This is an optimization exercise on Yosys and OpenROAD, whose aim is small area, not a production implementation.
Where RTL was checked, it was by simulation tests only, not by an equivalence proof against the original.
Only the layout flow was run in run 5; the RTL was not checked for function there.
Power and IR drop assume default switching activity.

==> flow/constraint.sdc <==
create_clock -name core_clock -period 11.0 [get_ports {clk_i}]
set_input_delay 2.2000 -clock core_clock [delete_from_list [all_inputs] [get_ports {clk_i}]]
set_output_delay 2.2000 -clock core_clock [all_outputs]
set_load 0.01 [all_outputs]
==> flow/flow/run.sh <==
#!/bin/bash
# Own layout flow: the standard flow (standard.sh), with these changes:
#  - synthesis: ABC's mapping script is flow/abc_map.script (here a copy of
#    ORFS's abc_area.script); everything else in synthesis, register mapping
#    included, is the standard flow's.
#  - port buffers are buf_4 cells (ORFS picks clkdlybuf4s50_1).
#  - clock tree synthesis inserts no dummy loads and uses clkbuf_4/clkbuf_8
#    buffers.
# Each tool's output is in own_flow.log and ORFS's logs under orfs/logs.
set -euo pipefail
W=$(pwd)
{
  echo 'proc abc {args} {'
  echo '  set i [lsearch -exact $args -script]'
  echo "  if {\$i >= 0} { set args [lreplace \$args \$i [expr {\$i + 1}] -script $W/flow/abc_map.script] }"
  echo '  yosys abc {*}$args'
  echo '}'
  cat synth_recipe.tcl
} > own_synth.tcl
sed "s#SYNTH_SCRIPT=[^ ]*synth_recipe.tcl#SYNTH_SCRIPT=$W/own_synth.tcl#" standard.sh > own_standard.sh
grep -q "SYNTH_SCRIPT=$W/own_synth.tcl" own_standard.sh
export BUFFER_PORTS_ARGS="-buffer_cell sky130_fd_sc_hd__buf_4"
export CTS_ARGS="-sink_clustering_enable -repair_clock_nets -dont_use_dummy_load -buf_list {sky130_fd_sc_hd__clkbuf_4 sky130_fd_sc_hd__clkbuf_8}"
bash own_standard.sh > own_flow.log 2>&1
==> flow/standard.sh <==
#!/bin/bash
# synth_recipe.tcl (not shown) runs the flow's synth.tcl, then flattens the netlist and writes it again
# the make line also repeats each setting of config.mk as NAME=value (left out here)
make -C /OpenROAD-flow-scripts/flow DESIGN_CONFIG=/design/flow/config.mk WORK_HOME=/design/flow/orfs CLKGATE_MAP_FILE= SYNTH_SCRIPT=/design/flow/synth_recipe.tcl "${@:-finish}"
==> flow/config.mk <==
export PLATFORM = sky130hd
export DESIGN_NAME = cpu_pmp
export DESIGN_NICKNAME = cpu_pmp
export VERILOG_FILES = /design/flow/design.v
export SDC_FILE = /design/flow/constraint.sdc
export NUM_CORES = 4
export LEC_CHECK = 0
export CAP_MARGIN = 20
export CORE_MARGIN = 2
export CORE_UTILIZATION = 40
export SETUP_SLACK_MARGIN = 0.2
export SLEW_MARGIN = 20
==> flow/flow/abc_map.script <==
strash
dch
map -B 0.9
topo
stime -c
buffer -c
upsize -c
dnsize -c
==> flow/design.v <==
package cpu_pmp_pkg;
    localparam logic [11:0] CSR_PMPCFG0  = 12'h3A0;
    localparam logic [11:0] CSR_PMPADDR0 = 12'h3B0;
    localparam int PMP_MAX_ENTRIES = 16;
    localparam logic [1:0] PMPCFG_A_OFF   = 2'd0;
    localparam logic [1:0] PMPCFG_A_TOR   = 2'd1;
    localparam logic [1:0] PMPCFG_A_NA4   = 2'd2;
    localparam logic [1:0] PMPCFG_A_NAPOT = 2'd3;
    localparam int CFG_L  = 7;
    localparam int CFG_A  = 3;
    localparam int CFG_X  = 2;
    localparam int CFG_W  = 1;
    localparam int CFG_R  = 0;
endpackage
module cpu_pmp_match #(
    parameter int ENTRIES = 16
) (
    input  logic [ENTRIES-1:0][31:0] pmpaddr,   
    input  logic [ENTRIES-1:0]       valid,     
    input  logic [ENTRIES-1:0][31:0] dc,        
    input  logic [ENTRIES-1:0]       tor,       
    input  logic [ENTRIES-1:0]       nx,        
    input  logic [ENTRIES-1:0]       napot,     
    input  logic [ENTRIES-1:0][2:0]  perm,      
    input  logic [ENTRIES-1:0]       lock,
    input  logic [31:0]              addr,
    input  logic                     mmode,
    output logic [2:0]               rwx,
    output logic                     hit
);
    logic [29:0]        w;
    logic [ENTRIES-1:0] lt;
    logic [ENTRIES-1:0] match;
    logic               wz;
    logic               unused_addr_bits;
    assign w                = addr[31:2];
    assign unused_addr_bits = ^addr[1:0];
    assign wz               = ~|w[29:1];
    for (genvar i = 0; i < ENTRIES; i++) begin : g_entry
        logic [29:0] e;
        logic [29:0] ok;
        logic [5:0]  blt;
        logic [5:0]  beq;
        logic [6:0]  bc;
        logic        eq_raw;
        logic        eq;
        for (genvar j = 0; j < 30; j++) begin : g_bit
            assign e[j]  = w[j] ~^ pmpaddr[i][j];
            assign ok[j] = e[j] | dc[i][j];
        end
        for (genvar b = 0; b < 6; b++) begin : g_blk
            logic [5:0] c;
            assign c[0] = 1'b0;
            for (genvar k = 0; k < 5; k++) begin : g_k
                assign c[k+1] = pmpaddr[i][5*b+k] ? (~w[5*b+k] | c[k]) : (~w[5*b+k] & c[k]);
            end
            assign blt[b] = c[5];
            assign beq[b] = &e[5*b +: 5];
        end
        assign bc[0] = 1'b0;
        for (genvar b = 0; b < 6; b++) begin : g_comb
            assign bc[b+1] = blt[b] | (beq[b] & bc[b]);
        end
        assign lt[i] = valid[i] & (bc[6] | pmpaddr[i][31] | pmpaddr[i][30]);
        assign eq_raw = (&ok) & (~pmpaddr[i][31] | dc[i][31]) & (~pmpaddr[i][30] | dc[i][30]);
        assign eq     = valid[i] ? eq_raw : (wz & (~w[0] | napot[i]));
        if (i == 0) begin : g_first
            assign match[i] = (tor[i] & lt[i]) | (nx[i] & eq);
        end else begin : g_rest
            assign match[i] = (tor[i] & lt[i] & ~lt[i-1]) | (nx[i] & eq);
        end
    end
    always_comb begin
        hit = 1'b0;
        rwx = mmode ? 3'b111 : 3'b000;
        for (int i = ENTRIES - 1; i >= 0; i--) begin
            if (match[i]) begin
                hit = 1'b1;
                rwx = (lock[i] || !mmode) ? perm[i] : 3'b111;
            end
        end
    end
endmodule
module cpu_pmp #(
    parameter int                      ENTRIES      = 16,
    parameter int                      LOOKUP_PORTS = 2
) (
    input  logic                          clk_i,
    input  logic                          rst_i,
    input  logic [11:0]                   read_addr_i,
    input  logic                          read_enable_i,
    output logic [31:0]                   read_data_o,
    input  logic [11:0]                   write_addr_i,
    input  logic [31:0]                   write_data_i,
    input  logic                          write_enable_i,
    input  logic [LOOKUP_PORTS*32-1:0]    lookup_addr_i,
    input  logic [LOOKUP_PORTS-1:0]       lookup_mmode_i,
    output logic [LOOKUP_PORTS*3-1:0]     lookup_rwx_o,
    output logic [LOOKUP_PORTS-1:0]       lookup_hit_o
);
    logic [ENTRIES-1:0][5:0]  cfg_q;
    logic [ENTRIES-1:0][31:0] addr_q;
    logic [ENTRIES-1:0]       addr_v;
    logic [ENTRIES-1:0]       lock;
    logic [ENTRIES-1:0][1:0]  mode;
    logic [ENTRIES-1:0][2:0]  perm;
    logic [ENTRIES-1:0][7:0]  cfg_byte;
    logic [ENTRIES-1:0]       tor;
    logic [ENTRIES-1:0]       nx;
    logic [ENTRIES-1:0]       napot;
    logic [ENTRIES-1:0][31:0] dc;
    logic                     rd_cfg_hit;
    logic                     rd_addr_hit;
    logic                     wr_cfg_hit;
    logic                     wr_addr_hit;
    logic [31:0]              rd_data;
    logic [ENTRIES-1:0]       rd_addr_sel;
    logic [ENTRIES/4-1:0]     rd_cfg_sel;
    logic [ENTRIES-1:0]       addr_we;
    logic [ENTRIES-1:0]       cfg_we;
    assign rd_cfg_hit  = read_addr_i[11:2]  == cpu_pmp_pkg::CSR_PMPCFG0[11:2];
    assign rd_addr_hit = read_addr_i[11:4]  == cpu_pmp_pkg::CSR_PMPADDR0[11:4];
    assign wr_cfg_hit  = write_addr_i[11:2] == cpu_pmp_pkg::CSR_PMPCFG0[11:2];
    assign wr_addr_hit = write_addr_i[11:4] == cpu_pmp_pkg::CSR_PMPADDR0[11:4];
    for (genvar i = 0; i < ENTRIES; i++) begin : g_dec
        assign lock[i]  = cfg_q[i][5];
        assign mode[i]  = cfg_q[i][4:3];
        assign perm[i]  = cfg_q[i][2:0];
        assign cfg_byte[i] = {cfg_q[i][5], 2'b00, cfg_q[i][4:0]};
        assign tor[i]   = mode[i] == cpu_pmp_pkg::PMPCFG_A_TOR;
        assign nx[i]    = mode[i][1];
        assign napot[i] = mode[i] == cpu_pmp_pkg::PMPCFG_A_NAPOT;
        assign dc[i][0] = napot[i];
        for (genvar j = 1; j < 32; j++) begin : g_dc
            assign dc[i][j] = dc[i][j-1] & addr_q[i][j-1];
        end
        if (i < ENTRIES - 1) begin : g_tl
            assign addr_we[i] = write_enable_i && wr_addr_hit && write_addr_i[3:0] == 4'(i) &&
                                !lock[i] && !(lock[i+1] && tor[i+1]);
        end else begin : g_tl_last
            assign addr_we[i] = write_enable_i && wr_addr_hit && write_addr_i[3:0] == 4'(i) &&
                                !lock[i];
        end
        assign cfg_we[i] = write_enable_i && wr_cfg_hit && write_addr_i[1:0] == 2'(i / 4) &&
                           !lock[i];
    end
    for (genvar i = 0; i < ENTRIES; i++) begin : g_rsel
        assign rd_addr_sel[i] = read_enable_i && rd_addr_hit && read_addr_i[3:0] == 4'(i) && addr_v[i];
    end
    for (genvar k = 0; k < ENTRIES / 4; k++) begin : g_csel
        assign rd_cfg_sel[k] = read_enable_i && rd_cfg_hit && read_addr_i[1:0] == 2'(k);
    end
    always_comb begin
        rd_data = '0;
        for (int i = 0; i < ENTRIES; i++) begin
            rd_data = rd_data | ({32{rd_addr_sel[i]}} & addr_q[i]);
            rd_data[8*(i%4) +: 8] = rd_data[8*(i%4) +: 8] | ({8{rd_cfg_sel[i/4]}} & cfg_byte[i]);
        end
    end
    always_ff @(posedge clk_i or posedge rst_i) begin
        if (rst_i) begin
            cfg_q       <= '0;
            addr_v      <= '0;
            read_data_o <= '0;
        end else begin
            read_data_o <= rd_data;
            for (int i = 0; i < ENTRIES; i++) begin
                if (cfg_we[i]) begin
                    cfg_q[i] <= {write_data_i[8*(i%4) + 7], write_data_i[8*(i%4) + 2 +: 3],
                                 write_data_i[8*(i%4) + 1] & write_data_i[8*(i%4)],
                                 write_data_i[8*(i%4)]};
                end
                if (addr_we[i])
                    addr_v[i] <= 1'b1;
            end
        end
    end
    always_ff @(posedge clk_i) begin
        for (int i = 0; i < ENTRIES; i++) begin
            if (addr_we[i])
                addr_q[i] <= write_data_i;
        end
    end
    for (genvar p = 0; p < LOOKUP_PORTS; p++) begin : g_port
        cpu_pmp_match #(
            .ENTRIES (ENTRIES)
        ) u_match (
            .pmpaddr (addr_q),
            .valid   (addr_v),
            .dc      (dc),
            .tor     (tor),
            .nx      (nx),
            .napot   (napot),
            .perm    (perm),
            .lock    (lock),
            .addr    (lookup_addr_i[32*p +: 32]),
            .mmode   (lookup_mmode_i[p]),
            .rwx     (lookup_rwx_o[3*p +: 3]),
            .hit     (lookup_hit_o[p])
        );
    end
endmodule
==> impl_metrics.py, run 1 <==
metrics = {
    "logic_synthesis": {
        "ys_seq_area_share_pct": 32.3,
        "yosysUniqueCellTypes": 83,
        "synthDominantCellAreaShare_pct": 26.2,
        "synth_edf_count": 512,
        "ys_async_sr_fraction_pct": 22.0,
        "syn_nets": 8870,
        "synth_seq_cells": 656,
        "ys.flop_type": "edfxtp_1",
        "avgSynthCellArea_um2": 6.87,
        "ys_warn_count": 2,
        "syn_inst": 8552,
        "synth_top_area_cell": "edfxtp_1",
        "synth_area_leaders": "edfxtp_1, nand2_1, nor2_1",
        "syn_area_um2": 58700,
    },
    "sta": {
        "max-slew-margin-rel_pct": 11.6,
        "timing.fmax_mhz": 96.9,
        "whs_ps": 483,
        "tightest_slew_ps": 1310,
        "post-route-period-util_pct": 93.8,
        "fin_setup_tns_ps": 0,
        "setup_viol": 0,
        "rsz0062_at_grt": "no",
        "drv_slew": 0,
        "skew_ps": 68.6,
        "finalHoldViolCount": 0,
        "fin_crit_ps": 10320,
        "fin_ws_ps": 681,
    },
    "worst_setup_path": {
        "start_kind": "input port",
        "max_stage_delay_ps": 560,
        "cp.arrival_ps": 8120,
        "worstSetupEndpointType": "output pin",
        "required_ps": 8800,
        "path_buf_inv": 3,
        "crit_fanout": 11,
        "crit_path_frequent_cell": "nand2_1",
        "critical_path_class": "in -> out",
        "critical-path-slowest-cell": "inv_1",
        "cp_top_family": "simple AND/OR/NAND/NOR gates",
    },
    "drt": {
        "drt-vias-per-instance": 6.46,
        "drc": 0,
        "drtAntennaViolNets": 0,
        "drt-initial-drc-count": 11400,
        "dr.pass1.iters": 7,
        "wirelength_um": 362000,
        "wl_per_cell_um": 33.9,
        "vias": 69000,
    },
    "placed_design": {
        "place_hpwl_um": 276000,
        "dpl_worst_slack_ps": 1060,
        "routabilityCongestion": 1.10,
        "portBuffers": 161,
        "dpl_cell_area_um2": 62900,
    },
    "cells_and_area": {
        "nNetsFinal": 9072,
        "design_area_um2": 64900,
        "syn2layout_area_growth_pct": 10.5,
        "layout-drive-gt1-share_pct": 10.6,
        "multi_input_area_um2": 34700,
        "seqCellArea_um2": 19000,
        "fillers": 15300,
    },
    "die": {
        "ios": 166,
        "die_w_um": 387,
        "core.rowCount": 140,
        "dieArea_um2": 150000,
        "start_util_pct": 40.3,
        "die_h_um": 387,
        "core_area_um2": 146000,
    },
    "cts": {
        "cts_buffer_depth": 3,
        "ctsHoldBuffers": 0,
        "clkLatencyLatePin_ps": 910,
        "root_buffer": "clkbuf_8",
        "h-tree-depth": 4,
        "cts_sinks": 656,
        "cts_setup_buffers": 0,
        "cts_tree": "built",
        "cts_resized": 0,
        "cts_buffers": 142,
        "clk_pin_slew_worst_paths_ps": 60,
    },
    "pwr": {
        "sw_frac_of_total_pct": 32.1,
        "powerDensity_nw_per_um2": 91.8,
        "seqPwrFrac_pct": 45.0,
        "netSwitchingPower_w": 0.00191,
        "comb_power_share_pct": 16.1,
        "pwr-share-clk_pct": 38.9,
        "intPower_w": 0.00405,
        "leakage_nw": 28.6,
        "max-vdd-ir-drop_mv": 0.0961,
        "finalPower_w": 0.00596,
    },
    "global_route": {
        "grt_pass1_vias": 63300,
        "globalRoute.totalOverflow": 0,
        "grt_use_met3_pct": 14.5,
        "grt_pass1_wl_um": 490000,
        "met1_usage_pct": 61.1,
        "grt_usage_pct": 46.4,
        "antenna_found_initial": 23,
        "busiest_layer": "met2",
        "grt_max_degree": 62,
        "met2_usage_pct": 65.4,
    },
    "flow_run": {
        "maxCapViolCount": 0,
    },
    "outcome": {
        "outcome": "complete, no violations",
    },
    "hold_path": {
        "hp-class": "reg -> reg",
    },
}
## layout make-up
class	instances	area share, %
Antenna cell	7	0.0270
Clock buffer	142	3.01
Inverter	1128	6.53
Multi-Input combinational cell	6478	53.4
Sequential cell	656	29.2
Tap cell	1917	3.70
Timing Repair Buffer	348	4.09
## synth_stat cells (52+ instances only)
master     count
a211oi_1     103
a21oi_1      389
a221oi_1      55
a31oi_1       63
clkbuf_1     214
dfrtp_1      144
edfxtp_1     512
ha_1         192
inv_1       1073
nand2_1     1881
nand2_2       94
nand3_1      324
nand4_1      193
nor2_1      1318
nor2_2        79
nor2_4        86
nor3_1       158
nor4_1       119
o2111ai_1     52
o211ai_1      75
o21ai_0      458
o221ai_1      57
o22ai_1      260
xor2_1       151
## cells by family (layout without fill, tap and decap cells)
| group | after synthesis | in the layout | synth area share [%] |
|---|---|---|---|
| xor+xnor | 182 | 182 | 2.71 |
| compound gates | 1703 | 1703 | 18.1 |
| flops | 656 | 656 | 32.3 |
| simple gates | 4398 | 4398 | 33.6 |
| fa+ha+maj | 193 | 193 | 4.11 |
| mux | 2 | 2 | 0.0383 |
| other cells | 0 | 7 | 0 |
| buf+inv | 1418 | 1618 | 9.18 |
## tightest hold or removal path: cells and delay by family (launching register included)
kind | cells | cell delay [ps]
DFF | 1 | 340
AOI/OAI and AO/OA | 1 | 60
and+or+nand+nor | 1 | 50
## final timing paths
kind                              startpoint         endpoint  slack [ps]  cells past startpoint
setup / recovery           lookup_addr_i[34]  lookup_rwx_o[3]         680                     43
hold / removal                     cfg_q[54]        cfg_q[54]         480                      2
setup reg to reg                   addr_v[4]  read_data_o[19]        7330                      7
hold reg to reg                    cfg_q[54]        cfg_q[54]         480                      2
max in group asynchronous              rst_i   read_data_o[2]        8300                      3
min in group asynchronous              rst_i        cfg_q[93]        1350                      2
## metal layers
metal	share of wire [%]	wire length, um
met2	40	143000
met1	39	140000
met4	7.8	28200
met5	0.018	65
met3	14	50500
## layout by cell type (no fill, tap or decap), drive strengths merged, types with 8 or more instances in the layout
cell,n
o31ai,10
clkbuf,142
o41ai,8
clkinv,31
a311oi,12
edfxtp,512
ha,192
a21oi,393
nand3,344
buf,348
nand4,217
a221oi,55
a211oi,104
nor2,1483
o221ai,57
nor4,121
o22ai,260
a31oi,63
a2111oi,24
xnor2,31
or2,25
xor2,151
a22oi,51
or4,18
inv,1097
o21ai,485
dfrtp,144
nand2,1983
nor3,162
o2111ai,52
o211ai,75
o311ai,14
nand3b,21
## flip-flops by register name, summed over array words and instances (netlist names)
name,count
cfg_q,96
addr_v,16
addr_q,512
read_data_o,32
## power groups by stage
stage	combinational, W	sequential (W)	clock (W)
floorplan	0.000457	0.00273	0
global placement	0.000904	0.00273	0
detailed placement	0.000903	0.00273	0
CTS	0.000907	0.00268	0.00232
global route	0.000990	0.00268	0.00241
finish	0.000960	0.00268	0.00232
## per-stage QoR
stage          util (%)  instances
2_1_floorplan         -       8552
3_3_place_gp       43.1      10500
3_5_place_dp       43.2      10500
4_1_cts            44.5      10700
5_1_grt            44.5      10700
6_report           44.5      10700
==> run 2, diff against run 1 <==
--- a/flow/design.v
+++ b/flow/design.v
@@ -39,29 +39,29 @@
     for (genvar i = 0; i < ENTRIES; i++) begin : g_entry
         logic [29:0] e;
         logic [29:0] ok;
-        logic [5:0]  blt;
-        logic [5:0]  beq;
-        logic [6:0]  bc;
+        logic [2:0]  blt;
+        logic [2:0]  beq;
+        logic [3:0]  bc;
         logic        eq_raw;
         logic        eq;
         for (genvar j = 0; j < 30; j++) begin : g_bit
             assign e[j]  = w[j] ~^ pmpaddr[i][j];
             assign ok[j] = e[j] | dc[i][j];
         end
-        for (genvar b = 0; b < 6; b++) begin : g_blk
-            logic [5:0] c;
+        for (genvar b = 0; b < 3; b++) begin : g_blk
+            logic [10:0] c;
             assign c[0] = 1'b0;
-            for (genvar k = 0; k < 5; k++) begin : g_k
-                assign c[k+1] = pmpaddr[i][5*b+k] ? (~w[5*b+k] | c[k]) : (~w[5*b+k] & c[k]);
+            for (genvar k = 0; k < 10; k++) begin : g_k
+                assign c[k+1] = pmpaddr[i][10*b+k] ? (~w[10*b+k] | c[k]) : (~w[10*b+k] & c[k]);
             end
-            assign blt[b] = c[5];
-            assign beq[b] = &e[5*b +: 5];
+            assign blt[b] = c[10];
+            assign beq[b] = &e[10*b +: 10];
         end
         assign bc[0] = 1'b0;
-        for (genvar b = 0; b < 6; b++) begin : g_comb
+        for (genvar b = 0; b < 3; b++) begin : g_comb
             assign bc[b+1] = blt[b] | (beq[b] & bc[b]);
         end
-        assign lt[i] = valid[i] & (bc[6] | pmpaddr[i][31] | pmpaddr[i][30]);
+        assign lt[i] = valid[i] & (bc[3] | pmpaddr[i][31] | pmpaddr[i][30]);
         assign eq_raw = (&ok) & (~pmpaddr[i][31] | dc[i][31]) & (~pmpaddr[i][30] | dc[i][30]);
         assign eq     = valid[i] ? eq_raw : (wz & (~w[0] | napot[i]));
         if (i == 0) begin : g_first
--- a/flow/flow/run.sh
+++ b/flow/flow/run.sh
@@ -1,8 +1,8 @@
 #!/bin/bash
 # Own layout flow: the standard flow (standard.sh), with these changes:
-#  - synthesis: ABC's mapping script is flow/abc_map.script (here a copy of
-#    ORFS's abc_area.script); everything else in synthesis, register mapping
-#    included, is the standard flow's.
+#  - synthesis: ABC's mapping script is flow/abc_map.script (delay-targeted
+#    mapping with area recovery) instead of ORFS's minimum-delay mapping;
+#    everything else in synthesis, register mapping included, is the standard flow's.
 #  - port buffers are buf_4 cells (ORFS picks clkdlybuf4s50_1).
 #  - clock tree synthesis inserts no dummy loads and uses clkbuf_4/clkbuf_8
 #    buffers.
==> flow/flow/abc_map.script (replaced) <==
strash
dch
map -D 3500 -B 0.9
topo
stime -c
--- a/flow/config.mk
+++ b/flow/config.mk
@@ -7,6 +7,7 @@
 export LEC_CHECK = 0
 export CAP_MARGIN = 20
 export CORE_MARGIN = 2
-export CORE_UTILIZATION = 40
-export SETUP_SLACK_MARGIN = 0.2
+export CORE_UTILIZATION = 35
+export GPL_TIMING_DRIVEN = 0
+export SETUP_SLACK_MARGIN = 0.5
 export SLEW_MARGIN = 20
==> run 2 against run 1 <==
Still clean on timing, DRC and antenna. Clock-buffer cell count fell by 1. Via count rose by 1.2%. Routed wire length rose by 1.8%. First-iteration DRC count fell by 5.6%. Final area fell by 2.0%. Flip-flop and latch count did not move. Non-clock buffer count fell by 61. Synthesized area fell by 5.4%. Global-route usage fell by 2.6 points. Clock power barely moved. Critical path depth fell by 24. Fmax fell by 2.0%. Critical path type unchanged. Largest cell class unchanged.
==> impl_metrics.py, run 2 <==
metrics = {
    "outcome": {
        "outcome": "complete, no violations",
    },
    "sta": {
        "skew_ps": 69.0,
        "tightest_slew_ps": 1270,
        "max-slew-margin-rel_pct": 14.6,
        "timing.fmax_mhz": 95.0,
        "drv_slew": 0,
        "fin_setup_tns_ps": 0,
        "setup_viol": 0,
        "rsz0062_at_grt": "no",
        "fin_ws_ps": 475,
        "fin_crit_ps": 10530,
        "post-route-period-util_pct": 95.7,
        "finalHoldViolCount": 0,
    },
    "worst_setup_path": {
        "critical-path-slowest-cell": "nor4_1",
        "max_stage_delay_ps": 870,
        "crit_fanout": 23,
        "worstSetupEndpointType": "output pin",
        "cp.arrival_ps": 8330,
        "start_kind": "input port",
        "required_ps": 8800,
        "crit_path_frequent_cell": "nand3_1",
        "critical_path_class": "in -> out",
        "crit_chain": "buf_4 > clkinvlp_4 > nand2_1 > o311ai_0 > nand3_1 > nand3_1 > nand3_1 > a31oi_1 > o311ai_1 > o21ai_0 > a221o_2 > nand4_1 > nand2_1 > nor4_1 > nand3_1 > nor2_1 > nand3_1 > buf_4 > buf_4",
    },
    "logic_synthesis": {
        "yosysUniqueCellTypes": 54,
        "ys_async_sr_fraction_pct": 22.0,
        "synth_seq_cells": 656,
        "syn_area_um2": 55600,
        "synth_edf_count": 512,
        "ys.flop_type": "edfxtp_1",
        "synth_area_leaders": "edfxtp_1, nand2_1, nor2_1",
        "synth_common_cells": "nand2_1, nor2_1, clkinv_1",
        "syn_nets": 8711,
        "yosysMostFrequentCell": "nand2_1",
        "syn_inst": 8489,
        "synthDominantCellAreaShare_pct": 27.7,
        "ys_seq_area_share_pct": 34.1,
        "synth_top_area_cell": "edfxtp_1",
        "avgSynthCellArea_um2": 6.55,
        "ys_warn_count": 2,
    },
    "global_route": {
        "met1_usage_pct": 56.3,
        "busiest_layer": "met2",
        "antenna_found_initial": 32,
        "grt_pass1_vias": 64300,
        "grt_usage_pct": 43.9,
        "met2_usage_pct": 63.8,
        "globalRoute.totalOverflow": 0,
        "grt_use_met3_pct": 10.5,
        "grt_max_degree": 60,
        "grt_pass1_wl_um": 495000,
    },
    "die": {
        "die_h_um": 403,
        "core_area_um2": 158000,
        "start_util_pct": 35.2,
        "core.rowCount": 146,
        "ios": 166,
        "dieArea_um2": 162000,
        "die_w_um": 403,
    },
    "drt": {
        "wl_per_cell_um": 33.5,
        "drtAntennaViolNets": 0,
        "drc": 0,
        "vias": 69800,
        "drt-vias-per-instance": 6.35,
        "dr.pass1.iters": 10,
        "wirelength_um": 368000,
        "drt-initial-drc-count": 10700,
    },
    "pwr": {
        "powerDensity_nw_per_um2": 93.9,
        "leakage_nw": 24.7,
        "max-vdd-ir-drop_mv": 0.137,
    },
    "cts": {
        "cts_tree": "built",
        "cts_sinks": 656,
        "clk_pin_slew_worst_paths_ps": 50,
        "cts_buffer_depth": 3,
        "clkLatencyLatePin_ps": 970,
        "ctsHoldBuffers": 0,
        "h-tree-depth": 4,
        "root_buffer": "clkbuf_8",
        "cts_buffers": 141,
    },
    "cells_and_area": {
        "biggestRegsByFlops": "addr_q (512), cfg_q (96), read_data_o (32)",
        "largest-register": "addr_q",
        "layout-drive-gt1-share_pct": 7.90,
        "final_common_cell": "nand2_1",
        "largest_reg_flops": 512,
        "syn2layout_area_growth_pct": 14.4,
        "nNetsFinal": 9139,
        "most-common-layout-cells": "nand2_1, nor2_1, clkinv_1",
    },
    "placed_design": {
        "place_hpwl_um": 285000,
        "dpl_worst_slack_ps": 262,
        "portBuffers": 161,
        "routabilityCongestion": 1.07,
    },
    "hold_path": {
        "hp-class": "reg -> reg",
    },
    "flow_run": {
        "maxCapViolCount": 0,
    },
}
## run 2: path summary, 6_finish.rpt
path	start	endpoint	slack, ps	cells past startpoint
worst min-delay path	cfg_q[30]	cfg_q[30]	490	2
worst min register to register	cfg_q[30]	cfg_q[30]	490	2
worst max register to register	addr_v[13]	read_data_o[8]	6930	7
min in group asynchronous	rst_i	cfg_q[1]	1220	2
max in group asynchronous	rst_i	read_data_o[15]	8630	4
worst max-delay path	lookup_addr_i[37]	lookup_hit_o[1]	470	19
## run 2: kinds of logic after synthesis
group / after synthesis / synth area share (%)
compound gates: 1653 / 18.1
flops: 656 / 34.1
buf+inv: 1133 / 7.66
fa+ha+maj: 99 / 2.21
simple gates: 4870 / 36.6
xor+xnor: 78 / 1.23
## run 2: per-stage QoR
stage	hold WS [ps]	cell area, um^2	power (W)	utilization [%]	cells
final	486	63600	0.00597	40.3	11000
after global routing	511	63600	0.00609	40.2	11000
after CTS	483	63000	0.00592	39.8	11000
after detailed placement	470	60900	0.00362	38.6	10800
after global placement	460	59400	0.00362	37.6	10700
after floorplan	450	55600	0.00313	-	8489
## run 2: power breakdown
part | total, W | internal, W | switching [W]
Clock | 0.00234 | 0.00112 | 0.00122
Combinational | 0.000954 | 0.000219 | 0.000736
Sequential | 0.00268 | 0.00268 | 0.0000000864
## run 2: repair_timing
action	in CTS	in global routing
pin swaps	0	14
buffers inserted	0	25
gates resized for setup	29	102
setup endpoints to repair	8	8
## run 2: critical path, delay by kind of cell
family | cells | cell delay (ps)
compound gates | 5 | 2310
buf+inv | 4 | 1460
simple gates | 10 | 2290
## run 2: per-layer routing
metal | wire (um) | share of wire [%] | vias up
met5 | 143 | 0.039 | -
met4 | 32700 | 8.9 | 20
met3 | 45400 | 12 | 1114
met2 | 151000 | 41 | 5024
met1 | 139000 | 38 | 33300
li1 | - | - | 30300
## run 2: cell type report
type,count,area (um^2)
multi-input combinational,6700,33000
antenna,10,25.0
fill,16900,94400
clock buffer,141,1940
tap,2072,2590
inverter,1131,4350
sequential,656,19000
buffer,2,15.0
timing repair buffer,285,2670
==> run 3, diff against run 2 <==
--- a/flow/config.mk
+++ b/flow/config.mk
@@ -7,7 +7,6 @@
 export LEC_CHECK = 0
 export CAP_MARGIN = 20
 export CORE_MARGIN = 2
-export CORE_UTILIZATION = 35
-export GPL_TIMING_DRIVEN = 0
-export SETUP_SLACK_MARGIN = 0.5
+export CORE_UTILIZATION = 40
+export SETUP_SLACK_MARGIN = 0.2
 export SLEW_MARGIN = 20
==> run 3 against run 2 <==
Synthesized area unchanged. Clock power decreased by 3%. Sequential share of layout area grew 0.37 points. Power fell by 1.1%. Routed wire length decreased by 4.0%. Critical path type unchanged. Die area decreased by 12%. Cell count decreased by 2.0%. Synthesized cell count unchanged. Final area shrank 1.3%. Worst hold slack got worse by 2.3 ps.
==> impl_metrics.py, run 3 <==
metrics = {
    "cells_and_area": {
        "nNetsFinal": 9193,
        "largest_reg_flops": 512,
        "final_common_cell": "nand2_1",
        "biggestRegsByFlops": "addr_q (512), cfg_q (96), read_data_o (32)",
        "fillers": 14500,
        "layout-drive-gt1-share_pct": 7.05,
        "syn2layout_area_growth_pct": 12.9,
        "most-common-layout-cells": "nand2_1, nor2_1, clkinv_1",
        "largest-register": "addr_q",
    },
    "hold_path": {
        "hp-class": "reg -> reg",
    },
    "worst_setup_path": {
        "crit_fanout": 8,
        "required_ps": 8800,
        "critical-path-slowest-cell": "a2111oi_0",
        "start_kind": "input port",
        "cp.arrival_ps": 8240,
        "worstSetupEndpointType": "output pin",
        "max_stage_delay_ps": 950,
        "critical_path_class": "in -> out",
        "crit_path_frequent_cell": "nand2_1",
    },
    "sta": {
        "fin_setup_tns_ps": 0,
        "fin_ws_ps": 564,
        "fin_crit_ps": 10440,
        "rsz0062_at_grt": "yes",
        "whs_ps": 483,
        "post-route-period-util_pct": 94.9,
        "setup_viol": 0,
        "timing.fmax_mhz": 95.8,
        "finalHoldViolCount": 0,
        "drv_slew": 0,
        "tightest_slew_ps": 1300,
        "skew_ps": 69.4,
        "max-slew-margin-rel_pct": 12.4,
    },
    "placed_design": {
        "routabilityCongestion": 1.15,
        "dpl_worst_slack_ps": 954,
        "portBuffers": 161,
        "place_hpwl_um": 275000,
    },
    "cts": {
        "cts_buffers": 139,
        "ctsHoldBuffers": 0,
        "h-tree-depth": 4,
        "cts_buffer_depth": 3,
        "clk_pin_slew_worst_paths_ps": 60,
        "cts_tree": "built",
        "cts_setup_buffers": 0,
        "cts_sinks": 656,
        "root_buffer": "clkbuf_8",
        "clkLatencyLatePin_ps": 910,
    },
    "drt": {
        "drc": 0,
        "drtAntennaViolNets": 0,
        "dr.pass1.iters": 10,
        "wl_per_cell_um": 32.8,
        "wirelength_um": 353000,
        "drt-vias-per-instance": 6.57,
        "vias": 70800,
        "drt-initial-drc-count": 11700,
    },
    "logic_synthesis": {
        "synth_area_leaders": "edfxtp_1, nand2_1, nor2_1",
        "synthDominantCellAreaShare_pct": 27.7,
        "ys_seq_area_share_pct": 34.1,
        "ys_async_sr_fraction_pct": 22.0,
        "avgSynthCellArea_um2": 6.55,
        "yosysMostFrequentCell": "nand2_1",
        "ys_warn_count": 2,
        "yosysUniqueCellTypes": 54,
        "ys.flop_type": "edfxtp_1",
        "syn_inst": 8489,
        "syn_area_um2": 55600,
        "synth_top_area_cell": "edfxtp_1",
        "synth_common_cells": "nand2_1, nor2_1, clkinv_1",
        "syn_nets": 8711,
        "synth_seq_cells": 656,
        "synth_edf_count": 512,
    },
    "die": {
        "die_h_um": 377,
        "core_area_um2": 138000,
        "core.rowCount": 136,
        "start_util_pct": 40.4,
        "ios": 166,
        "die_w_um": 377,
        "dieArea_um2": 142000,
    },
    "flow_run": {
        "maxCapViolCount": 0,
    },
    "global_route": {
        "grt_usage_pct": 48.2,
        "grt_max_degree": 66,
        "grt_pass1_wl_um": 478000,
        "globalRoute.totalOverflow": 0,
        "grt_pass1_vias": 64400,
        "antenna_found_initial": 35,
    },
    "pwr": {
        "comb_power_share_pct": 16.2,
        "pwr-share-clk_pct": 38.4,
        "netSwitchingPower_w": 0.00189,
        "sw_frac_of_total_pct": 32.0,
        "seqPwrFrac_pct": 45.4,
        "max-vdd-ir-drop_mv": 0.104,
        "intPower_w": 0.00401,
        "powerDensity_nw_per_um2": 94.0,
        "leakage_nw": 24.7,
    },
    "outcome": {
        "outcome": "complete, no violations",
    },
}
[run 3: cell counts after synthesis]
No cell type changed its count.
[run 3: worst paths after layout]
check	from	to	slack [ps]	cells after the start
hold / removal	cfg_q[30]	cfg_q[30]	480	2
min in group asynchronous	rst_i	cfg_q[49]	1300	2
max in group asynchronous	rst_i	cfg_q[88]	7490	4
hold reg to reg	cfg_q[30]	cfg_q[30]	480	2
setup reg to reg	addr_v[9]	read_data_o[19]	7200	8
setup / recovery	lookup_addr_i[2]	lookup_rwx_o[2]	560	34
[run 3: critical path, delay by kind of cell]
family,cells,cell delay [ps]
AO/OA/AOI/OAI,9,2580
AND/OR/NAND/NOR,20,1930
buffers and inverters,4,940
adder cells (fa/ha/maj),1,570
[run 3: routing by layer]
layer | share of wire [%] | vias to the layer above | GRT usage [%]
met1 | 37 | 33400 | 61.9
met4 | 9.1 | 12 | 35.5
met3 | 15 | 1231 | 14.9
met5 | 0.034 | - | 0
met2 | 39 | 5767 | 67.6
li1 | - | 30500 | -
[run 3: area by class of cell]
type / instances / area [um^2] / share of cell area (%)
timing repair buffer: 343 / 2620 / 4.18
antenna: 16 / 40.0 / 0.0638
sequential: 656 / 19000 / 30.2
clock buffer: 139 / 1910 / 3.05
tap: 1794 / 2240 / 3.58
multi-input combinational: 6700 / 32700 / 52.1
inverter: 1131 / 4250 / 6.77
[run 3: kinds of logic (layout without fill, tap and decap cells)]
| kind of cell | Yosys count | count (layout) | synth area share, % |
|---|---|---|---|
| adder cells (fa/ha/maj) | 99 | 99 | 2.21 |
| XOR/XNOR | 78 | 78 | 1.23 |
| AND/OR/NAND/NOR | 4870 | 4870 | 36.6 |
| AO/OA/AOI/OAI | 1653 | 1653 | 18.1 |
| flip-flops | 656 | 656 | 34.1 |
| other | 0 | 16 | 0 |
| buffers and inverters | 1133 | 1613 | 7.66 |
[run 3: what timing repair did]
| action | in CTS | in global routing |
|---|---|---|
| pin swaps | 0 | 2 |
| setup endpoints to repair | 4 | 8 |
| gates resized for setup | 2 | 35 |
| hold endpoints to repair | 0 | 0 |
[run 3: metrics by stage]
stage	instance area (um^2)	std cells	utilization [%]	power (W)
detailed placement	60700	10600	44.1	0.00362
floorplan	55600	8489	-	0.00313
finish	62800	10800	45.6	0.00590
global placement	60600	10600	44.1	0.00362
global route	62800	10800	45.6	0.00600
CTS	62600	10800	45.5	0.00583
[run 3: power groups by stage]
stage / Sequential (W) / Combinational [W] / Clock, W
6_report: 0.00268 / 0.000954 / 0.00227
5_1_grt: 0.00268 / 0.000978 / 0.00234
4_1_cts: 0.00268 / 0.000895 / 0.00225
3_5_place_dp: 0.00273 / 0.000892 / 0
3_3_place_gp: 0.00273 / 0.000892 / 0
2_1_floorplan: 0.00273 / 0.000398 / 0
==> run 4, diff against run 3 <==
--- a/flow/config.mk
+++ b/flow/config.mk
@@ -7,6 +7,6 @@
 export LEC_CHECK = 0
 export CAP_MARGIN = 20
 export CORE_MARGIN = 2
-export CORE_UTILIZATION = 40
+export CORE_UTILIZATION = 45
 export SETUP_SLACK_MARGIN = 0.2
 export SLEW_MARGIN = 20
==> run 4 against run 3 <==
Flip-flop and latch count unchanged. Synthesized area stayed put. Largest power group unchanged. Worst hold slack worse by 3.0 ps. Die area decreased by 11%. Highest routed layer unchanged. Global-route usage is 5.8 points higher. Combinational power up 2.8%. Clock skew decreased by 5.6 ps. Register-to-register slack worse by 340 ps. Critical path type unchanged. Still clean. Utilization is 5.5 points higher. Cell count fell by 1.8%.
==> impl_metrics.py, run 4 <==
metrics = {
    "logic_synthesis": {
        "synthAdderAreaFrac_pct": 2.21,
        "synth_top_area_cell": "edfxtp_1",
        "syn_area_um2": 55600,
        "yosysUniqueCellTypes": 54,
        "synth_top_family_by_area": "simple AND/OR/NAND/NOR gates",
        "synth_seq_cells": 656,
        "ys_warn_count": 2,
        "ys.flop_type": "edfxtp_1",
        "synth_compound_area_share_pct": 18.1,
        "ys_async_sr_fraction_pct": 22.0,
        "synth-xor-area-share_pct": 1.23,
        "synth_common_cells": "nand2_1, nor2_1, clkinv_1",
        "synth_area_leaders": "edfxtp_1, nand2_1, nor2_1",
        "syn_nets": 8711,
        "ys_seq_area_share_pct": 34.1,
        "synthDominantCellAreaShare_pct": 27.7,
        "syn_inst": 8489,
        "yosysMostFrequentCell": "nand2_1",
        "synth_edf_count": 512,
        "avgSynthCellArea_um2": 6.55,
        "synthMuxAreaShare_pct": 0,
        "synth-simple-area-share_pct": 36.6,
    },
    "global_route": {
        "grt_usage_pct": 53.9,
        "grt_pass1_vias": 65600,
        "busiest_layer": "met2",
        "grt_max_degree": 85,
        "met2_usage_pct": 73.0,
        "globalRoute.totalOverflow": 0,
        "antenna_found_initial": 27,
        "grt_use_met3_pct": 23.7,
        "grt_pass1_wl_um": 477000,
        "met1_usage_pct": 65.1,
    },
    "cells_and_area": {
        "layoutNonFillerInstCount": 10600,
        "design_area_um2": 62500,
        "syn2layout_area_growth_pct": 12.4,
        "biggestRegsByFlops": "addr_q (512), cfg_q (96), read_data_o (32)",
        "largest-register": "addr_q",
        "largest_reg_flops": 512,
        "most-common-layout-cells": "nand2_1, nor2_1, clkinv_1",
        "nNetsFinal": 9170,
        "layout-drive-gt1-share_pct": 6.86,
        "final_common_cell": "nand2_1",
    },
    "sta": {
        "post-route-period-util_pct": 95.4,
        "rsz0062_at_grt": "no",
        "fin_setup_tns_ps": 0,
        "fin_crit_ps": 10490,
        "setup_viol": 0,
        "finalHoldViolCount": 0,
        "whs_ps": 480,
        "drv_slew": 0,
        "skew_ps": 63.8,
        "timing.fmax_mhz": 95.3,
        "tightest_slew_ps": 1310,
        "max-slew-margin-rel_pct": 11.3,
    },
    "flow_run": {
        "maxCapViolCount": 0,
    },
    "cts": {
        "cts_buffer_depth": 3,
        "ctsHoldBuffers": 0,
        "h-tree-depth": 4,
        "cts_buffers": 134,
        "clk_pin_slew_worst_paths_ps": 60,
        "clkLatencyLatePin_ps": 930,
        "cts_tree": "built",
        "cts_sinks": 656,
        "root_buffer": "clkbuf_8",
    },
    "pwr": {
        "intPower_w": 0.00397,
        "finalPower_w": 0.00590,
        "sw_frac_of_total_pct": 32.7,
        "leakage_nw": 24.5,
        "powerDensity_nw_per_um2": 94.4,
        "comb_power_share_pct": 16.6,
        "pwr-share-clk_pct": 38.0,
        "max-vdd-ir-drop_mv": 0.139,
        "netSwitchingPower_w": 0.00193,
        "seqPwrFrac_pct": 45.4,
    },
    "hold_path": {
        "hp-class": "reg -> reg",
        "hold_depth": 2,
        "min_from": "cfg_q[31]",
        "min_to": "cfg_q[31]",
    },
    "worst_setup_path": {
        "crit_fanout": 14,
        "cp.arrival_ps": 8290,
        "critical-path-slowest-cell": "o41ai_1",
        "r2r_end": "read_data_o[18]",
        "critical_path_class": "in -> out",
        "r2r-start": "addr_v[11]",
        "crit_path_frequent_cell": "nand2_1",
        "start_kind": "input port",
        "regToRegSetupSlack_ps": 6860,
        "r2r_cells": 7,
        "required_ps": 8800,
        "max_stage_delay_ps": 1120,
        "cp_top_family": "compound AO/OA/AOI/OAI gates",
        "worstSetupEndpointType": "output pin",
        "path_buf_inv": 5,
    },
    "drt": {
        "drc": 0,
        "drt-initial-drc-count": 13500,
        "drt-vias-per-instance": 6.82,
        "drtAntennaViolNets": 0,
        "vias": 72200,
        "dr.pass1.iters": 8,
        "wl_per_cell_um": 33.3,
        "wirelength_um": 353000,
    },
    "outcome": {
        "outcome": "complete, no violations",
    },
    "die": {
        "start_util_pct": 45.5,
        "core.rowCount": 128,
        "dieArea_um2": 126000,
        "core_area_um2": 122000,
        "die_w_um": 355,
        "die_h_um": 355,
        "ios": 166,
    },
    "placed_design": {
        "dpl_cell_area_um2": 60300,
        "portBuffers": 161,
        "routabilityCongestion": 1.18,
        "place_inst": 10400,
        "place_hpwl_um": 263000,
    },
}
## run 4: cell counts after synthesis
Identical to the previous run, type by type.
## run 4: logic make-up (layout without fill, tap and decap cells)
| group | Yosys count | in the layout |
|---|---|---|
| buffers and inverters | 1133 | 1590 |
| xor gates and xnor gates | 78 | 78 |
| other | 0 | 15 |
| DFF | 656 | 656 |
| AOI/OAI and AO/OA | 1653 | 1653 |
| and+or+nand+nor | 4870 | 4870 |
| adders and majority gates | 99 | 99 |
## run 4: worst max path at each step
| stage | start | end | slack, ps | cells past startpoint |
|---|---|---|---|---|
| CTS | addr_q[0] | lookup_rwx_o[5] | 360 | 41 |
| global placement | lookup_addr_i[3] | lookup_rwx_o[2] | 1040 | 43 |
| global route | lookup_addr_i[3] | lookup_rwx_o[1] | 210 | 43 |
| detailed placement | addr_q[0] | lookup_rwx_o[5] | 1040 | 41 |
| finish | lookup_addr_i[2] | lookup_rwx_o[1] | 510 | 35 |
| floorplan | write_addr_i[9] | addr_v[12] | 2210 | 5 |
## run 4: tightest hold or removal path: cells and delay by family (launching register included)
kind / cells / cell delay, ps
AOI/OAI and AO/OA: 1 / 70
DFF: 1 / 350
buffers and inverters: 1 / 40
## run 4: per-stage QoR
step,worst slack (ps),utilization [%]
2_1_floorplan,2210,-
3_3_place_gp,1040,49.3
3_5_place_dp,1040,49.3
4_1_cts,363,50.8
5_1_grt,206,51.1
6_report,506,51.1
## run 4: layer usage
| metal | routed length (um) | vias up | share of wire [%] |
|---|---|---|---|
| met5 | 86 | - | 0.024 |
| met4 | 37000 | 10 | 10 |
| met3 | 61700 | 1807 | 17 |
| met2 | 134000 | 6672 | 38 |
| met1 | 120000 | 33300 | 34 |
| li1 | - | 30400 | - |
## run 4: power groups by stage
stage               combinational [W]  clock, W  sequential [W]
global route                 0.000986   0.00229         0.00268
floorplan                    0.000398         0         0.00273
global placement             0.000890         0         0.00273
detailed placement           0.000894         0         0.00273
CTS                          0.000897   0.00220         0.00268
finish                       0.000981   0.00224         0.00268
## run 4: timing repair
action	CTS	global route
buffers inserted	0	2
gates resized for setup	2	37
endpoints found under the setup margin	4	8
pin swaps	0	0
## run 4: layout make-up
| type | count | area (um^2) |
|---|---|---|
| Inverter | 1131 | 4250 |
| Fill cell | 12500 | 59700 |
| Clock buffer | 134 | 1840 |
| Multi-Input combinational cell | 6700 | 32800 |
| Antenna cell | 15 | 37.5 |
| Timing Repair Buffer | 325 | 2560 |
| Sequential cell | 656 | 19000 |
| Tap cell | 1625 | 2030 |
==> run 5, diff against run 4 <==
--- a/flow/design.v
+++ b/flow/design.v
@@ -39,29 +39,30 @@
     for (genvar i = 0; i < ENTRIES; i++) begin : g_entry
         logic [29:0] e;
         logic [29:0] ok;
-        logic [2:0]  blt;
-        logic [2:0]  beq;
-        logic [3:0]  bc;
+        logic [5:0]  blt;
+        logic [5:0]  beq;
+        logic [6:0]  bc;
         logic        eq_raw;
         logic        eq;
         for (genvar j = 0; j < 30; j++) begin : g_bit
             assign e[j]  = w[j] ~^ pmpaddr[i][j];
             assign ok[j] = e[j] | dc[i][j];
         end
-        for (genvar b = 0; b < 3; b++) begin : g_blk
-            logic [10:0] c;
+        for (genvar b = 0; b < 6; b++) begin : g_blk
+            logic [5:0] c;
             assign c[0] = 1'b0;
-            for (genvar k = 0; k < 10; k++) begin : g_k
-                assign c[k+1] = pmpaddr[i][10*b+k] ? (~w[10*b+k] | c[k]) : (~w[10*b+k] & c[k]);
+            for (genvar k = 0; k < 5; k++) begin : g_k
+                assign c[k+1] = pmpaddr[i][5*b+k] ? (~w[5*b+k] | c[k]) : (~w[5*b+k] & c[k]);
             end
-            assign blt[b] = c[10];
-            assign beq[b] = &e[10*b +: 10];
+            assign blt[b] = c[5];
+            assign beq[b] = &e[5*b +: 5];
         end
         assign bc[0] = 1'b0;
-        for (genvar b = 0; b < 3; b++) begin : g_comb
+        for (genvar b = 0; b < 6; b++) begin : g_comb
             assign bc[b+1] = blt[b] | (beq[b] & bc[b]);
         end
-        assign lt[i] = valid[i] & (bc[3] | pmpaddr[i][31] | pmpaddr[i][30]);
+        wire [30:0] c = {bc[6], 30'b0};
+        assign lt[i] = valid[i] & (c[30] | pmpaddr[i][31] | pmpaddr[i][30]);
         assign eq_raw = (&ok) & (~pmpaddr[i][31] | dc[i][31]) & (~pmpaddr[i][30] | dc[i][30]);
         assign eq     = valid[i] ? eq_raw : (wz & (~w[0] | napot[i]));
         if (i == 0) begin : g_first
@@ -70,16 +71,19 @@
             assign match[i] = (tor[i] & lt[i] & ~lt[i-1]) | (nx[i] & eq);
         end
     end
-    always_comb begin
-        hit = 1'b0;
-        rwx = mmode ? 3'b111 : 3'b000;
-        for (int i = ENTRIES - 1; i >= 0; i--) begin
-            if (match[i]) begin
-                hit = 1'b1;
-                rwx = (lock[i] || !mmode) ? perm[i] : 3'b111;
-            end
-        end
-    end
+    logic [2*ENTRIES-2:0]      th;
+    logic [2*ENTRIES-2:0][3:0] tv;
+    for (genvar i = 0; i < ENTRIES; i++) begin : g_leaf
+        assign th[ENTRIES-1+i] = match[i];
+        assign tv[ENTRIES-1+i] = {lock[i], perm[i]};
+    end
+    for (genvar n = ENTRIES - 2; n >= 0; n--) begin : g_node
+        assign th[n] = th[2*n+1] | th[2*n+2];
+        assign tv[n] = th[2*n+1] ? tv[2*n+1] : tv[2*n+2];
+    end
+    assign hit = th[0];
+    assign rwx = mmode ? ((th[0] & tv[0][3]) ? tv[0][2:0] : 3'b111)
+                       : (th[0] ? tv[0][2:0] : 3'b000);
 endmodule
 module cpu_pmp #(
     parameter int                      ENTRIES      = 16,
@@ -114,8 +118,6 @@
     logic                     wr_cfg_hit;
     logic                     wr_addr_hit;
     logic [31:0]              rd_data;
-    logic [ENTRIES-1:0]       rd_addr_sel;
-    logic [ENTRIES/4-1:0]     rd_cfg_sel;
     logic [ENTRIES-1:0]       addr_we;
     logic [ENTRIES-1:0]       cfg_we;
     assign rd_cfg_hit  = read_addr_i[11:2]  == cpu_pmp_pkg::CSR_PMPCFG0[11:2];
@@ -144,17 +146,13 @@
         assign cfg_we[i] = write_enable_i && wr_cfg_hit && write_addr_i[1:0] == 2'(i / 4) &&
                            !lock[i];
     end
-    for (genvar i = 0; i < ENTRIES; i++) begin : g_rsel
-        assign rd_addr_sel[i] = read_enable_i && rd_addr_hit && read_addr_i[3:0] == 4'(i) && addr_v[i];
-    end
-    for (genvar k = 0; k < ENTRIES / 4; k++) begin : g_csel
-        assign rd_cfg_sel[k] = read_enable_i && rd_cfg_hit && read_addr_i[1:0] == 2'(k);
-    end
     always_comb begin
         rd_data = '0;
         for (int i = 0; i < ENTRIES; i++) begin
-            rd_data = rd_data | ({32{rd_addr_sel[i]}} & addr_q[i]);
-            rd_data[8*(i%4) +: 8] = rd_data[8*(i%4) +: 8] | ({8{rd_cfg_sel[i/4]}} & cfg_byte[i]);
+            if (rd_cfg_hit && read_addr_i[1:0] == 2'(i / 4))
+                rd_data[8*(i%4) +: 8] = cfg_byte[i];
+            if (rd_addr_hit && read_addr_i[3:0] == 4'(i) && addr_v[i])
+                rd_data = addr_q[i];
         end
     end
     always_ff @(posedge clk_i or posedge rst_i) begin
@@ -163,7 +161,7 @@
             addr_v      <= '0;
             read_data_o <= '0;
         end else begin
-            read_data_o <= rd_data;
+            read_data_o <= read_enable_i ? rd_data : '0;
             for (int i = 0; i < ENTRIES; i++) begin
                 if (cfg_we[i]) begin
                     cfg_q[i] <= {write_data_i[8*(i%4) + 7], write_data_i[8*(i%4) + 2 +: 3],
--- a/flow/flow/run.sh
+++ b/flow/flow/run.sh
@@ -3,9 +3,8 @@
 #  - synthesis: ABC's mapping script is flow/abc_map.script (delay-targeted
 #    mapping with area recovery) instead of ORFS's minimum-delay mapping;
 #    everything else in synthesis, register mapping included, is the standard flow's.
-#  - port buffers are buf_4 cells (ORFS picks clkdlybuf4s50_1).
-#  - clock tree synthesis inserts no dummy loads and uses clkbuf_4/clkbuf_8
-#    buffers.
+#  - port buffers are buf_2 cells (ORFS picks clkdlybuf4s50_1).
+#  - clock tree synthesis inserts no dummy loads and uses small clock buffers.
 # Each tool's output is in own_flow.log and ORFS's logs under orfs/logs.
 set -euo pipefail
 W=$(pwd)
@@ -19,6 +18,6 @@
 } > own_synth.tcl
 sed "s#SYNTH_SCRIPT=[^ ]*synth_recipe.tcl#SYNTH_SCRIPT=$W/own_synth.tcl#" standard.sh > own_standard.sh
 grep -q "SYNTH_SCRIPT=$W/own_synth.tcl" own_standard.sh
-export BUFFER_PORTS_ARGS="-buffer_cell sky130_fd_sc_hd__buf_4"
+export BUFFER_PORTS_ARGS="-buffer_cell sky130_fd_sc_hd__buf_2"
 export CTS_ARGS="-sink_clustering_enable -repair_clock_nets -dont_use_dummy_load -buf_list {sky130_fd_sc_hd__clkbuf_4 sky130_fd_sc_hd__clkbuf_8}"
 bash own_standard.sh > own_flow.log 2>&1
==> flow/flow/abc_map.script (replaced) <==
strash
dch
map -D 3000
topo
stime -c
==> flow/config.mk (replaced) <==
export PLATFORM = sky130hd
export DESIGN_NAME = cpu_pmp
export DESIGN_NICKNAME = cpu_pmp
export VERILOG_FILES = /design/flow/design.v
export SDC_FILE = /design/flow/constraint.sdc
export NUM_CORES = 4
export LEC_CHECK = 0
export CAP_MARGIN = 10
export CORE_MARGIN = 2
export CORE_UTILIZATION = 50
export GPL_TIMING_DRIVEN = 0
export SLEW_MARGIN = 10
==> run 5 against run 4 <==
Now fails the layout checks on setup timing. Power decreased by 2.3%. Via count shrank 5.3%. Flip-flop and latch count is the same. Combinational power fell by 9.7%.
==> impl_metrics.py, run 5 <==
metrics = {
    "logic_synthesis": {
        "yosysMostFrequentCell": "nor2_1",
        "synth_common_cells": "nor2_1, clkinv_1, nand2_1",
        "synth_top_area_cell": "edfxtp_1",
        "avgSynthCellArea_um2": 7.02,
        "syn_area_um2": 56400,
        "synthDominantCellAreaShare_pct": 27.3,
        "synth_seq_cells": 656,
        "ys.flop_type": "edfxtp_1",
        "synth_edf_count": 512,
        "ys_seq_area_share_pct": 33.7,
        "ys_async_sr_fraction_pct": 22.0,
        "syn_inst": 8029,
        "ys_warn_count": 1,
        "yosysUniqueCellTypes": 53,
        "syn_nets": 8347,
        "synth_area_leaders": "edfxtp_1, nor2_1, clkinv_1",
    },
    "cts": {
        "cts_sinks": 656,
        "root_buffer": "clkbuf_8",
        "clkLatencyLatePin_ps": 870,
        "cts_buffers": 135,
        "cts_buffer_depth": 3,
        "cts_tree": "built",
        "clk_pin_slew_worst_paths_ps": 40,
        "h-tree-depth": 4,
        "ctsHoldBuffers": 0,
    },
    "sta": {
        "post-route-period-util_pct": 102,
        "tightest_slew_ps": 1430,
        "max-slew-margin-rel_pct": 3.95,
        "drv_slew": 0,
        "fin_ws_ps": -260,
        "skew_ps": 61.7,
        "setup_viol": 6,
        "timing.fmax_mhz": 88.8,
        "fin_crit_ps": 11260,
        "finalHoldViolCount": 0,
        "whs_ps": 571,
    },
    "cells_and_area": {
        "design_area_um2": 62800,
        "final_common_cell": "nor2_1",
        "syn2layout_area_growth_pct": 11.4,
        "most-common-layout-cells": "nor2_1, nand2_1, clkinv_1",
        "largest_reg_flops": 512,
        "layout-drive-gt1-share_pct": 6.72,
        "largest-register": "addr_q",
        "nNetsFinal": 8712,
        "biggestRegsByFlops": "addr_q (512), cfg_q (96), read_data_o (32)",
    },
    "placed_design": {
        "routabilityCongestion": 1.11,
        "place_hpwl_um": 223000,
        "dpl_worst_slack_ps": -1520,
        "portBuffers": 161,
        "dpl_cell_area_um2": 60100,
    },
    "global_route": {
        "globalRoute.totalOverflow": 0,
        "antenna_found_initial": 12,
        "grt_pass1_vias": 63500,
        "grt_max_degree": 74,
        "grt_pass1_wl_um": 421000,
        "grt_usage_pct": 50.4,
    },
    "drt": {
        "drc": 0,
        "drtAntennaViolNets": 0,
        "dr.pass1.iters": 8,
        "drt-vias-per-instance": 6.90,
        "drt-initial-drc-count": 10500,
        "wl_per_cell_um": 30.5,
        "wirelength_um": 302000,
        "vias": 68400,
    },
    "worst_setup_path": {
        "critical_path_class": "in -> out",
        "crit_chain": "buf_2 > clkinv_2 > buf_12 > ha_1 > nor2_1 > o21ai_0 > o311ai_0 > nor4_1 > nand3_1 > nor4_1 > o211ai_1 > nor4_1 > o211ai_1 > a21oi_1 > a41oi_1 > o21ai_1 > nor3_2 > o211ai_1 > nand4_1 > nand3_1 > nand3_1 > buf_2",
        "crit_fanout": 17,
        "max_stage_delay_ps": 930,
        "start_kind": "input port",
        "required_ps": 8800,
        "critical-path-slowest-cell": "nor4_1",
        "path_buf_inv": 4,
        "cp_top_family": "simple AND/OR/NAND/NOR gates",
        "cp.arrival_ps": 9060,
        "worstSetupEndpointType": "output pin",
    },
    "pwr": {
        "sw_frac_of_total_pct": 31.3,
        "intPower_w": 0.00396,
        "netSwitchingPower_w": 0.00180,
        "leakage_nw": 21.8,
        "max-vdd-ir-drop_mv": 0.0994,
        "seqPwrFrac_pct": 46.5,
        "comb_power_share_pct": 15.4,
        "pwr-share-clk_pct": 38.1,
        "powerDensity_nw_per_um2": 91.8,
    },
    "die": {
        "start_util_pct": 50.2,
        "ios": 166,
        "die_w_um": 340,
        "dieArea_um2": 115000,
        "core.rowCount": 123,
        "die_h_um": 340,
        "core_area_um2": 112000,
    },
    "outcome": {
        "so_faults": "setup timing",
        "outcome": "complete, but fails checks",
    },
    "hold_path": {
        "hp-class": "reg -> reg",
    },
    "flow_run": {
        "maxCapViolCount": 0,
    },
}
==> run 5: cell count changes in the layout (fill, tap and decap cells not counted), moves of 86 or more <==
| cell | delta |
|---|---|
| ha_1 | +96 |
| o22ai_1 | -152 |
| clkinv_1 | -187 |
| nand2_1 | -1185 |
| nor3_1 | +86 |
| buf_2 | +163 |
| o2111ai_1 | +109 |
| a21oi_1 | +217 |
| o21ai_0 | +106 |
| nor2_1 | +396 |
| buf_4 | -293 |
| nand3_1 | -185 |
==> run 5: repair_timing <==
action	in CTS	in global routing
hold endpoints to repair	0	0
endpoints found under the setup margin	8	8
gates resized for setup	63	104
buffers inserted	0	6
pin swaps	0	4
==> run 5: final cells by class <==
| cell class | count | area, um^2 |
|---|---|---|
| Antenna cell | 17 | 42.5 |
| Buffer | 2 | 15.0 |
| Clock buffer | 135 | 1860 |
| Fill cell | 10800 | 49400 |
| Inverter | 977 | 3770 |
| Multi-Input combinational cell | 6394 | 34500 |
| Sequential cell | 656 | 19000 |
| Tap cell | 1500 | 1880 |
| Timing Repair Buffer | 228 | 1760 |
==> run 5: through the flow <==
stage	instances	power (W)	util (%)	setup TNS, ps
floorplan	8029	0.00312	-	0
global placement	9690	0.00353	52.6	-196470
detailed placement	9749	0.00354	53.6	-8650
CTS	9884	0.00567	55.4	0
global route	9901	0.00585	55.9	-24.9
finish	9909	0.00576	55.9	-919
==> run 5: final timing paths <==
path,start,to,slack [ps],cells past startpoint
worst max-delay path,lookup_addr_i[2],lookup_rwx_o[1],-260,22
worst min-delay path,cfg_q[86],cfg_q[86],570,2
worst max register to register,addr_v[1],read_data_o[21],3950,15
worst min register to register,cfg_q[86],cfg_q[86],570,2
max in group asynchronous,rst_i,cfg_q[23],8630,4
min in group asynchronous,rst_i,read_data_o[6],1210,2
==> run 5: power groups by stage <==
stage               combinational [W]  sequential, W  clock (W)
floorplan                    0.000394        0.00273          0
global placement             0.000799        0.00273          0
detailed placement           0.000815        0.00273          0
CTS                          0.000821        0.00268    0.00216
global route                 0.000913        0.00268    0.00226
finish                       0.000886        0.00268    0.00220
==> run 5: layer usage <==
metal | track usage, % | part of all wire (%) | vias up
met5 | 0.980 | 0.055 | -
met4 | 44.5 | 11 | 2
met3 | 13.4 | 14 | 1478
met2 | 74.3 | 41 | 5570
met1 | 60.4 | 34 | 31500
li1 | - | - | 29800
==> run 5: cell families (layout without fill, tap and decap cells) <==
logic type                 after synthesis  count (layout)  share of synthesized area, %
AOI/OAI and AO/OA                     2181            2181                          24.4
and+or+nand+nor                       3829            3829                          28.1
muxes                                   11              11                         0.220
other                                    0              17                             0
xor gates and xnor gates               181             181                          2.81
DFF                                    656             656                          33.7
adders and majority gates              192             192                          4.26
buffers and inverters                  979            1342                          6.53
==> run 5: worst min-delay path, delay by kind of cell, from the launching register on <==
| family | cells | cell delay [ps] |
|---|---|---|
| compound gates | 1 | 80 |
| flops | 1 | 370 |
| buf+inv | 1 | 70 |

port drivers added, routing unchanged:
Ports are ideal in the flow. The routed layouts listed here were re-timed in OpenROAD.
Step 1 sets driving cells, clkbuf_16 on the clock port and buf_2 on the other inputs (assumed; they add their load-dependent delay and slew).
Step 2 moves the port delays by t, midway between the first and last clock arrival at a register: inputs arrive t later, outputs are due t later. That takes back most of the time a late clock gives input paths.
Slacks: no drivers / after step 1 / after step 2; pairs: no drivers / after step 1.
run	shift t [ns]	setup WS [ns]	latest minus earliest clock arrival (ns)	worst register clock-pin slew, ns	pins driven straight from the clock port
run 1	0.955	0.681 / 0.653 / 0.653	0.084 / 0.083	0.07 / 0.07	1
run 2	1.018	0.475 / 0.447 / 0.447	0.088 / 0.087	0.07 / 0.07	1
run 3	0.964	0.564 / 0.479 / 0.536	0.084 / 0.084	0.07 / 0.07	1
run 4	0.987	0.506 / 0.471 / 0.471	0.083 / 0.082	0.07 / 0.07	1
run 5	0.923	-0.260 / -0.284 / -0.284	0.075 / 0.075	0.07 / 0.07	1
The setup slack of run 4, which loses most, moves by -0.035 ns with the drivers and by -0.035 ns with both steps.
